From an optimization exercise on the open Yosys and OpenROAD flow, aimed at small area and a short achievable clock period; shortcuts taken in it are not production practice. In this exercise RTL edits were held to simulation tests only and were not proved equivalent to the original. Power is estimated from default activity; no workload was simulated.

==> design/flow/config.mk <==
export PLATFORM = sky130hd
export DESIGN_NAME = exe_top
export DESIGN_NICKNAME = exe_top
export VERILOG_FILES = /design/flow/design.v
export SDC_FILE = /design/flow/constraint.sdc
export NUM_CORES = 4
export LEC_CHECK = 0
export CAP_MARGIN = 20
export CORE_MARGIN = 2
export CORE_UTILIZATION = 30
export PLACE_DENSITY = 0.5
export SLEW_MARGIN = 20
==> design/flow/constraint.sdc <==
create_clock -name core_clock -period 11.0 [get_ports {clk_i}]
set_input_delay 2.2000 -clock core_clock [delete_from_list [all_inputs] [get_ports {clk_i}]]
set_output_delay 2.2000 -clock core_clock [all_outputs]
set_load 0.01 [all_outputs]
==> design/flow/design.v <==
package exe_pkg;
    localparam int XLEN     = 32;
    localparam int REG_AW   = 5;
    localparam int NUM_REGS = 32;
    localparam int IMM_W    = 16;
    localparam int JADDR_W  = 26;
    localparam int CODE_W   = 6;    
    localparam int SP_IDX   = 29;
    localparam int LINK_IDX = 31;   
    localparam logic [CODE_W-1:0] OP_RTYPE = 6'h00;
    localparam logic [CODE_W-1:0] OP_J     = 6'h02;
    localparam logic [CODE_W-1:0] OP_JAL   = 6'h03;
    localparam logic [CODE_W-1:0] OP_BEQ   = 6'h04;
    localparam logic [CODE_W-1:0] OP_BNE   = 6'h05;
    localparam logic [CODE_W-1:0] OP_ADDI  = 6'h08;
    localparam logic [CODE_W-1:0] OP_ADDIU = 6'h09;
    localparam logic [CODE_W-1:0] OP_SLTI  = 6'h0a;
    localparam logic [CODE_W-1:0] OP_SLTIU = 6'h0b;
    localparam logic [CODE_W-1:0] OP_ANDI  = 6'h0c;
    localparam logic [CODE_W-1:0] OP_ORI   = 6'h0d;
    localparam logic [CODE_W-1:0] OP_XORI  = 6'h0e;
    localparam logic [CODE_W-1:0] OP_LUI   = 6'h0f;
    localparam logic [CODE_W-1:0] OP_LW    = 6'h23;
    localparam logic [CODE_W-1:0] OP_SW    = 6'h2b;
    localparam logic [CODE_W-1:0] FN_SLL  = 6'h00;
    localparam logic [CODE_W-1:0] FN_SRL  = 6'h02;
    localparam logic [CODE_W-1:0] FN_SRA  = 6'h03;
    localparam logic [CODE_W-1:0] FN_SLLV = 6'h04;
    localparam logic [CODE_W-1:0] FN_SRLV = 6'h06;
    localparam logic [CODE_W-1:0] FN_SRAV = 6'h07;
    localparam logic [CODE_W-1:0] FN_JR   = 6'h08;
    localparam logic [CODE_W-1:0] FN_ADD  = 6'h20;
    localparam logic [CODE_W-1:0] FN_ADDU = 6'h21;
    localparam logic [CODE_W-1:0] FN_SUB  = 6'h22;
    localparam logic [CODE_W-1:0] FN_SUBU = 6'h23;
    localparam logic [CODE_W-1:0] FN_AND  = 6'h24;
    localparam logic [CODE_W-1:0] FN_OR   = 6'h25;
    localparam logic [CODE_W-1:0] FN_XOR  = 6'h26;
    localparam logic [CODE_W-1:0] FN_NOR  = 6'h27;
    localparam logic [CODE_W-1:0] FN_SLT  = 6'h2a;
    localparam logic [CODE_W-1:0] FN_SLTU = 6'h2b;
    typedef logic [REG_AW-1:0] reg_idx_t;
    typedef logic [XLEN-1:0]   word_t;
    localparam word_t SP_RESET = 32'h0000_3fff;
    typedef struct packed {
        logic [CODE_W-1:0] opcode;
        reg_idx_t          rs;
        reg_idx_t          rt;
        reg_idx_t          rd;
        logic [REG_AW-1:0] shamt;
        logic [CODE_W-1:0] funct;
    } instr_r_t;
    typedef struct packed {
        logic [CODE_W-1:0] opcode;
        reg_idx_t          rs;
        reg_idx_t          rt;
        logic [IMM_W-1:0]  imm;
    } instr_i_t;
    typedef struct packed {
        logic [CODE_W-1:0]  opcode;
        logic [JADDR_W-1:0] target;
    } instr_j_t;
    typedef union packed {
        instr_r_t r;
        instr_i_t i;
        instr_j_t j;
    } instr_u;
endpackage
module exe_alu (
    input  logic                         instr_valid_i,
    input  exe_pkg::word_t               instr_i,
    input  exe_pkg::word_t               pc_plus4_i,
    input  exe_pkg::word_t               rs_val_i,
    input  exe_pkg::word_t               rt_val_i,
    output logic                         alu_wr_en_o,
    output exe_pkg::reg_idx_t            alu_wr_idx_o,
    output exe_pkg::word_t               alu_wr_data_o,
    output logic                         is_lw_o,
    output logic                         is_sw_o,
    output logic                         is_jump_o,
    output logic                         b_taken_o,
    output exe_pkg::word_t               addr_d_o    
);
    logic [5:0]  op;
    logic [5:0]  fn;
    logic [4:0]  rt;
    logic [4:0]  rd;
    logic [4:0]  shamt;
    logic [15:0] imm;
    assign op    = instr_i[31:26];
    assign rt    = instr_i[20:16];
    assign rd    = instr_i[15:11];
    assign shamt = instr_i[10:6];
    assign fn    = instr_i[5:0];
    assign imm   = instr_i[15:0];
    logic is_r;
    logic r_shl, r_shr, r_add, r_log, r_slt, r_jr;
    logic i_add, i_slt, i_log, i_lui, i_jal, i_j, i_br, i_lw, i_sw, i_slti;
    assign is_r  = (op == exe_pkg::OP_RTYPE);
    assign r_shl = is_r && (fn == exe_pkg::FN_SLL || fn == exe_pkg::FN_SLLV);
    assign r_shr = is_r && (fn == exe_pkg::FN_SRL || fn == exe_pkg::FN_SRA
                            || fn == exe_pkg::FN_SRLV || fn == exe_pkg::FN_SRAV);
    assign r_add = is_r && (fn[5:2] == 4'b1000);           
    assign r_log = is_r && (fn[5:2] == 4'b1001);           
    assign r_slt = is_r && (fn[5:1] == 5'b10101);          
    assign r_jr  = is_r && (fn == exe_pkg::FN_JR);
    assign i_add = (op[5:1] == 5'b00100);                  
    assign i_slt = (op[5:1] == 5'b00101);                  
    assign i_slti = (op == exe_pkg::OP_SLTI);
    assign i_log = (op[5:2] == 4'b0011) && (op[1:0] != 2'b11);   
    assign i_lui = (op == exe_pkg::OP_LUI);
    assign i_jal = (op == exe_pkg::OP_JAL);
    assign i_j   = (op == exe_pkg::OP_J);
    assign i_br  = (op[5:1] == 5'b00010);                  
    assign i_lw  = (op == exe_pkg::OP_LW);
    assign i_sw  = (op == exe_pkg::OP_SW);
    logic        use_rt;
    logic        sub;
    exe_pkg::word_t opb;
    exe_pkg::word_t sum;
    logic        cout;
    logic [32:0] add_full;
    assign use_rt = is_r || i_br;
    assign sub    = is_r ? fn[1] : (i_slt || i_br);
    assign opb    = use_rt ? rt_val_i : {{16{i_slti & imm[15]}}, imm};
    assign add_full = {1'b0, rs_val_i} + {1'b0, opb ^ {32{sub}}} + {32'b0, sub};
    assign sum  = add_full[31:0];
    assign cout = add_full[32];
    logic lt_u, lt_s, lt, eq;
    assign lt_u = !cout;
    assign lt_s = (rs_val_i[31] ^ opb[31]) ? rs_val_i[31] : sum[31];
    assign lt   = (is_r ? fn[0] : op[0]) ? lt_u : lt_s;
    assign eq   = (sum == '0);
    logic [1:0]     lsel;
    exe_pkg::word_t logic_res;
    assign lsel = is_r ? fn[1:0] : op[1:0];
    always_comb begin
        case (lsel)
            2'b00:   logic_res = rs_val_i & opb;
            2'b01:   logic_res = rs_val_i | opb;
            2'b10:   logic_res = rs_val_i ^ opb;
            default: logic_res = ~(rs_val_i | opb);
        endcase
    end
    logic [4:0]     amt;
    logic           fill;
    exe_pkg::word_t sh_in;
    exe_pkg::word_t sh_out;
    exe_pkg::word_t rt_rev;
    exe_pkg::word_t sh_rev;
    assign amt  = fn[2] ? rs_val_i[4:0] : shamt;
    assign fill = fn[0] & fn[1] & rt_val_i[31];    
    always_comb begin
        for (int i = 0; i < 32; i++) begin
            rt_rev[i] = rt_val_i[31-i];
        end
    end
    assign sh_in  = r_shl ? rt_rev : rt_val_i;
    assign sh_out = exe_pkg::word_t'($signed({fill, sh_in}) >>> amt);
    always_comb begin
        for (int i = 0; i < 32; i++) begin
            sh_rev[i] = sh_out[31-i];
        end
    end
    always_comb begin
        alu_wr_data_o = ({32{r_add | i_add}} & sum)
                      | ({32{r_log | i_log}} & logic_res)
                      | ({32{r_slt | i_slt}} & {31'b0, lt})
                      | ({32{r_shl}}         & sh_rev)
                      | ({32{r_shr}}         & sh_out)
                      | ({32{i_lui}}         & {imm, 16'b0})
                      | ({32{i_jal}}         & pc_plus4_i);
    end
    assign alu_wr_en_o  = instr_valid_i
                          && (r_add || r_log || r_slt || r_shl || r_shr
                              || i_add || i_log || i_slt || i_lui || i_jal);
    assign alu_wr_idx_o = is_r ? rd : (i_jal ? exe_pkg::reg_idx_t'(exe_pkg::LINK_IDX) : rt);
    assign is_lw_o   = instr_valid_i && i_lw;
    assign is_sw_o   = instr_valid_i && i_sw;
    assign is_jump_o = instr_valid_i && (r_jr || i_j || i_jal);
    assign b_taken_o = instr_valid_i && i_br && (eq ^ op[0]);
    assign addr_d_o[31:26] = sum[31:26];
    assign addr_d_o[25:16] = r_jr ? rs_val_i[25:16] : ((i_j || i_jal) ? instr_i[25:16] : sum[25:16]);
    assign addr_d_o[15:0]  = r_jr ? rs_val_i[15:0]
                                  : ((i_j || i_jal || i_br) ? instr_i[15:0] : sum[15:0]);
endmodule
module exe_regfile (
    input  logic              clk_i,
    input  logic              arst_n_i,
    input  exe_pkg::reg_idx_t rs_idx_i,
    input  exe_pkg::reg_idx_t rt_idx_i,
    output exe_pkg::word_t    rs_data_o,
    output exe_pkg::word_t    rt_data_o,
    input  logic              wr_en_i,
    input  exe_pkg::reg_idx_t wr_idx_i,
    input  exe_pkg::word_t    wr_data_i
);
    exe_pkg::word_t regs [1:exe_pkg::NUM_REGS-1];
    logic [exe_pkg::NUM_REGS-1:1] written_q;
    logic [exe_pkg::NUM_REGS-1:1] wr_sel;
    always_comb begin
        for (int k = 1; k < exe_pkg::NUM_REGS; k++) begin
            wr_sel[k] = wr_en_i && (wr_idx_i == exe_pkg::reg_idx_t'(k));
        end
    end
    always_ff @(posedge clk_i or negedge arst_n_i) begin
        if (!arst_n_i) begin
            written_q <= '0;
        end else begin
            written_q <= written_q | wr_sel;
        end
    end
    always_ff @(posedge clk_i) begin
        for (int k = 1; k < exe_pkg::NUM_REGS; k++) begin
            if (wr_sel[k]) begin
                regs[k] <= wr_data_i;
            end
        end
    end
    always_comb begin
        rs_data_o = '0;
        rt_data_o = '0;
        for (int k = 1; k < exe_pkg::NUM_REGS; k++) begin
            rs_data_o = rs_data_o
                | ({exe_pkg::XLEN{(rs_idx_i == exe_pkg::reg_idx_t'(k)) && written_q[k]}} & regs[k]);
            rt_data_o = rt_data_o
                | ({exe_pkg::XLEN{(rt_idx_i == exe_pkg::reg_idx_t'(k)) && written_q[k]}} & regs[k]);
        end
        rs_data_o = rs_data_o
            | ({exe_pkg::XLEN{(rs_idx_i == exe_pkg::reg_idx_t'(exe_pkg::SP_IDX)) && !written_q[exe_pkg::SP_IDX]}}
               & exe_pkg::SP_RESET);
        rt_data_o = rt_data_o
            | ({exe_pkg::XLEN{(rt_idx_i == exe_pkg::reg_idx_t'(exe_pkg::SP_IDX)) && !written_q[exe_pkg::SP_IDX]}}
               & exe_pkg::SP_RESET);
    end
endmodule
module exe_top (
    input  logic                         clk_i,
    input  logic                         arst_n_i,
    input  logic                         instr_valid_i,
    input  exe_pkg::word_t               instr_i,
    input  exe_pkg::word_t               pc_plus4_i,
    input  exe_pkg::word_t               data_load_i,
    output exe_pkg::word_t               data_addr_o,
    output logic                         data_wen_o,
    output exe_pkg::word_t               data_store_o,
    output logic                         j_valid_o,
    output logic [exe_pkg::JADDR_W-1:0]  j_addr_o,
    output logic                         b_valid_o,
    output logic [exe_pkg::IMM_W-1:0]    b_addr_o
);
    exe_pkg::word_t    rs_data;
    exe_pkg::word_t    rt_data;
    logic              alu_wr_en;
    exe_pkg::reg_idx_t alu_wr_idx;
    exe_pkg::word_t    alu_wr_data;
    logic              is_lw;
    logic              is_sw;
    logic              is_jump;
    logic              b_taken;
    exe_pkg::word_t    addr_d;
    exe_pkg::reg_idx_t ld_idx_q;   
    logic              ld_wr;
    logic              wr_en;
    exe_pkg::reg_idx_t wr_idx;
    exe_pkg::word_t    wr_data;
    exe_pkg::word_t    addr_q;
    exe_alu i_alu (
        .instr_valid_i (instr_valid_i),
        .instr_i       (instr_i),
        .pc_plus4_i    (pc_plus4_i),
        .rs_val_i      (rs_data),
        .rt_val_i      (rt_data),
        .alu_wr_en_o   (alu_wr_en),
        .alu_wr_idx_o  (alu_wr_idx),
        .alu_wr_data_o (alu_wr_data),
        .is_lw_o       (is_lw),
        .is_sw_o       (is_sw),
        .is_jump_o     (is_jump),
        .b_taken_o     (b_taken),
        .addr_d_o      (addr_d)
    );
    exe_regfile i_regfile (
        .clk_i     (clk_i),
        .arst_n_i  (arst_n_i),
        .rs_idx_i  (instr_i[25:21]),
        .rt_idx_i  (instr_i[20:16]),
        .rs_data_o (rs_data),
        .rt_data_o (rt_data),
        .wr_en_i   (wr_en),
        .wr_idx_i  (wr_idx),
        .wr_data_i (wr_data)
    );
    always_ff @(posedge clk_i or negedge arst_n_i) begin
        if (!arst_n_i) begin
            ld_idx_q   <= '0;
            j_valid_o  <= 1'b0;
            b_valid_o  <= 1'b0;
            data_wen_o <= 1'b0;
        end else begin
            ld_idx_q   <= is_lw ? instr_i[20:16] : '0;
            j_valid_o  <= is_jump;
            b_valid_o  <= b_taken;
            data_wen_o <= is_sw;
        end
    end
    always_ff @(posedge clk_i) begin
        addr_q       <= addr_d;
        data_store_o <= rt_data;
    end
    assign data_addr_o = addr_q;
    assign j_addr_o    = addr_q[exe_pkg::JADDR_W-1:0];
    assign b_addr_o    = addr_q[exe_pkg::IMM_W-1:0];
    assign ld_wr   = (ld_idx_q != '0);
    assign wr_en   = ld_wr || alu_wr_en;
    assign wr_idx  = ld_wr ? ld_idx_q : alu_wr_idx;
    assign wr_data = ld_wr ? data_load_i : alu_wr_data;   
endmodule
==> design/flow/run.sh <==
#!/bin/bash
# synth_recipe.tcl (not shown) runs the flow's synth.tcl, then flattens the netlist and writes it again
# the make line also repeats each setting of config.mk as NAME=value (left out here)
make -C /OpenROAD-flow-scripts/flow DESIGN_CONFIG=/design/flow/config.mk WORK_HOME=/design/flow/orfs CLKGATE_MAP_FILE= SYNTH_SCRIPT=/design/flow/synth_recipe.tcl finish
==> run notes <==
## sequential cells by signal (all words and copies together) (netlist names)
signal,count
i_regfile.written_q,31
ld_idx_q,5
b_valid_o,1
addr_q,32
data_wen_o,1
j_valid_o,1
i_regfile.regs,992
data_store_o,32
## layout make-up
class | count | area (um^2)
inverter | 85 | 319
antenna | 40 | 100
tap | 2480 | 3100
clock inverter | 79 | 835
timing repair buffer | 570 | 4980
multi-input combinational | 3105 | 22000
sequential | 1095 | 32000
clock buffer | 137 | 3040
fill | 18195 | 119000
## synth_stat cells (59+ instances only)
master	n
and2_1	70
and3_1	312
inv_1	83
nor2_1	143
a221oi_1	82
a22o_1	66
mux2i_1	150
nand3_1	292
a21oi_1	125
buf_2	66
nand2_1	226
o21ai_0	109
nand4_1	144
clkbuf_1	247
edfxtp_1	992
a22oi_1	513
a2111oi_0	81
a222oi_1	59
ha_1	95
dfxtp_1	64
## metrics by stage
| step | worst slack (ns) | utilization |
|---|---|---|
| after floorplan | 3.13 | - |
| after global placement | 0.382 | 0.337 |
| after detailed placement | 0.676 | 0.337 |
| after CTS | 1.47 | 0.358 |
| after global routing | 1.02 | 0.358 |
| final | 1.04 | 0.358 |
## where the power goes
group	switching, mW	internal (mW)
Sequential	0.0520	4.56
Combinational	0.596	0.274
Clock	1.83	2.27
Total	2.48	7.10
## worst paths after layout
kind / slack, ns / startpoint / endpoint
max: 1.04 / instr_i[19] / i_regfile.regs[8][28]
min: 0.56 / i_regfile.written_q[24] / i_regfile.written_q[24]
max reg2reg: 2.73 / i_regfile.written_q[5] / i_regfile.regs[8][28]
min reg2reg: 0.56 / i_regfile.written_q[24] / i_regfile.written_q[24]
max in group asynchronous: 9.09 / arst_n_i / data_wen_o
min in group asynchronous: 1.40 / arst_n_i / i_regfile.written_q[3]
## metal layers
metal  part of all wire  vias to the layer above  global-route usage
met3               0.16                     1854               0.160
met4              0.090                       26               0.226
met5             0.0015                        -             0.00806
met2               0.40                     6166               0.490
met1               0.35                    26146               0.424
li1                   -                    19503                   -
## cell usage in the layout, fill, tap and decap left out, types with 25 or more instances in the layout
cell	n
or3_1	38
clkinv_2	26
dfrtp_1	39
and2_1	43
and2_2	27
inv_1	83
clkbuf_16	118
nand3_1	291
nand4_1	144
a221oi_1	82
nor2_4	27
and3b_1	31
diode_2	40
and3_1	303
xnor2_1	39
clkdlybuf4s50_1	204
or4_1	35
a22oi_1	513
nand2b_1	26
o21ai_0	107
nor3_1	25
dfxtp_1	64
or2_2	39
ha_1	95
nand2_1	226
nor2_1	116
a2111oi_0	80
edfxtp_1	992
a22o_1	66
a21oi_1	118
a222oi_1	59
buf_4	349
mux2i_1	149
## worst register-to-register path, delay by kind of cell, from the launching register on
family / cells / cell delay [ns]
AOI/OAI and AO/OA: 7 / 2.82
and+or+nand+nor: 8 / 2.62
buffers and inverters: 3 / 1.03
xor gates and xnor gates: 2 / 0.66
DFF: 1 / 0.51
adders and majority gates: 1 / 0.31
## cells by family after synthesis
group / Yosys count
xor+xnor: 51
compound gates: 1281
fa+ha+maj: 96
flops: 1095
buf+inv: 512
mux: 166
simple gates: 1511
==> results.py <==
metrics = {
    "status": {
        "outcome": "complete, no violations",
    },
    "timing": {
        "fin_setup_tns_ns": 0,
        "post-route-period-util": 0.905,
        "relSlewSlack": 0.0827,
        "hold_slack_ns": 0.561,
        "finalHoldViolCount": 0,
        "drv_slew": 0,
        "skew_ns": 0.0824,
        "min_period_ns": 9.96,
        "setup_viol": 0,
        "tightest_slew_ns": 1.38,
        "rsz0062_at_grt": "no",
        "max_freq_ghz": 0.100,
    },
    "synth": {
        "synth_largest_area_cell": "edfxtp_1",
        "synth_mux_area_frac": 0.0311,
        "async_reset_ff_frac": 0.0356,
        "syn_avg_cell_area_um2": 11.9,
        "ys_types": 103,
        "synth_compound_area_frac": 0.174,
        "synth_top_family_by_area": "compound AO/OA/AOI/OAI gates",
        "synth-edff-count": 992,
        "synthSimpleGateAreaFrac": 0.151,
        "synthTopCellsByArea": "edfxtp_1 (53%), a22oi_1 (6.9%), and3_1 (3.5%), mux2i_1 (2.7%), nand3_1 (2.6%)",
        "netlist.area_leader.share": 0.533,
        "syn_inst": 4712,
        "syn_area_um2": 55900,
        "ys.flop_type": "edfxtp_1",
        "synth_xor_area_frac": 0.00799,
        "ys_warn_count": 4,
        "ys_seq_area_frac": 0.573,
        "synthAdderAreaFrac": 0.0216,
        "syn_nets": 4907,
        "synth_seq_cells": 1095,
    },
    "setup_path": {
        "timing.critical_path.mode_cell": "buf_4",
        "critical_path_class": "input pin to register",
        "startpoint_type": "input pin",
        "cp.depth": 23,
        "worst-path-max-fanout": 31,
        "cp_top_family": "compound AO/OA/AOI/OAI gates",
        "crit_chain": "clkdlybuf4s50_1 -> and3b_2 -> buf_4 -> and2_4 -> buf_4 -> a22oi_1 -> nand3_1 -> or3_1 -> nand2_1 -> nand2_1 -> xnor2_1 -> ha_1 -> nand4_1 -> a2111oi_0 -> o21ai_0 -> a2111oi_0 -> o221ai_1 -> a21oi_1 -> buf_4 -> xor2_1 -> nor3b_1 -> a211o_1 -> buf_4",
        "required_ns": 11.55,
        "cp_num_buf_inv": 5,
        "reg2reg_depth": 21,
        "crit_path_top_delay_cell": "a2111oi_0",
        "critPathCaptureType": "register",
        "max_stage_delay_ns": 0.87,
        "arrival_ns": 10.51,
    },
    "clock_tree": {
        "clock_path_buffers": 3,
        "cts.htree.levels": 3,
        "postCtsSetupBuffers": 0,
        "cts_tree": "built",
        "hold_buffers": 0,
        "clkSinkCount": 1095,
        "cts_buffers": 117,
        "root_buffer": "clkbuf_16",
        "cts_resized": 0,
        "path_clk_slew_ns": 0.06,
        "insertion_delay_ns": 0.83,
    },
    "cells_and_area": {
        "fin_nets": 5169,
        "layout-drive-gt1-share": 0.146,
        "fin_area_um2": 66500,
        "area_growth_pct": 18.8,
        "final_cells": 7591,
    },
    "placement": {
        "place_area_um2": 62500,
        "routabilityCongestion": 1.06,
        "io_buffer_count": 207,
        "hpwl_um": 228000,
        "place_inst": 7335,
    },
    "routing": {
        "via_count": 53695,
        "vias_per_cell": 7.07,
        "wirelength_um": 346000,
        "detail-route-antenna-nets": 0,
        "post_drt_wl_per_cell_um": 45.5,
        "drc": 0,
        "firstDrtPassIters": 14,
        "drtIter0Drc": 12806,
    },
    "floorplanning": {
        "die_h_um": 436,
        "start_util": 0.302,
        "dieArea_um2": 190000,
        "io_pins": 208,
        "coreArea_um2": 185000,
        "core.rowCount": 158,
        "die_x_um": 436,
    },
    "grt": {
        "grt_max_degree": 59,
        "grt.overflow.total": 0,
        "antenna_found_initial": 39,
        "grt_pass1_vias": 48276,
        "track_usage": 0.347,
        "grt_pass1_wl_um": 448000,
    },
    "power_and_ir_drop": {
        "p_total_mw": 9.58,
        "cellLeakagePower_nw": 26.3,
        "p_per_area_nw_per_um2": 144,
        "vdd_drop_max_mv": 0.127,
    },
    "job": {
        "drv_cap": 0,
    },
    "min_path": {
        "hp-class": "register to register",
        "hold_path_depth": 1,
    },
}

-- re-timing with driven ports --
How much do the figures lean on ideal ports? The routed layout below was timed once more, with nothing changed but the port constraints. Step 1 (the two cells are an assumption about what drives the block):
set clk [get_ports {clk_i}]
set_driving_cell -lib_cell sky130_fd_sc_hd__clkbuf_16 $clk
set_driving_cell -lib_cell sky130_fd_sc_hd__buf_2 [delete_from_list [all_inputs] $clk]
Step 2 times the ports against the registers' clock, not the clock port: input delays grow and output delays shrink by t, the midpoint of the rising clock arrivals with the driver on. Slacks: ideal ports / drivers / drivers and shift; pairs: ideal ports / drivers.
t (ns): 0.873
setup slack, ns: 1.044 / 1.083 / 0.210
latest minus earliest clock arrival (ns): 0.083 / 0.083
After both steps setup and hold are still met in this run. For this run, drivers alone change the setup slack by +0.039 ns; drivers and shift together by -0.834 ns.
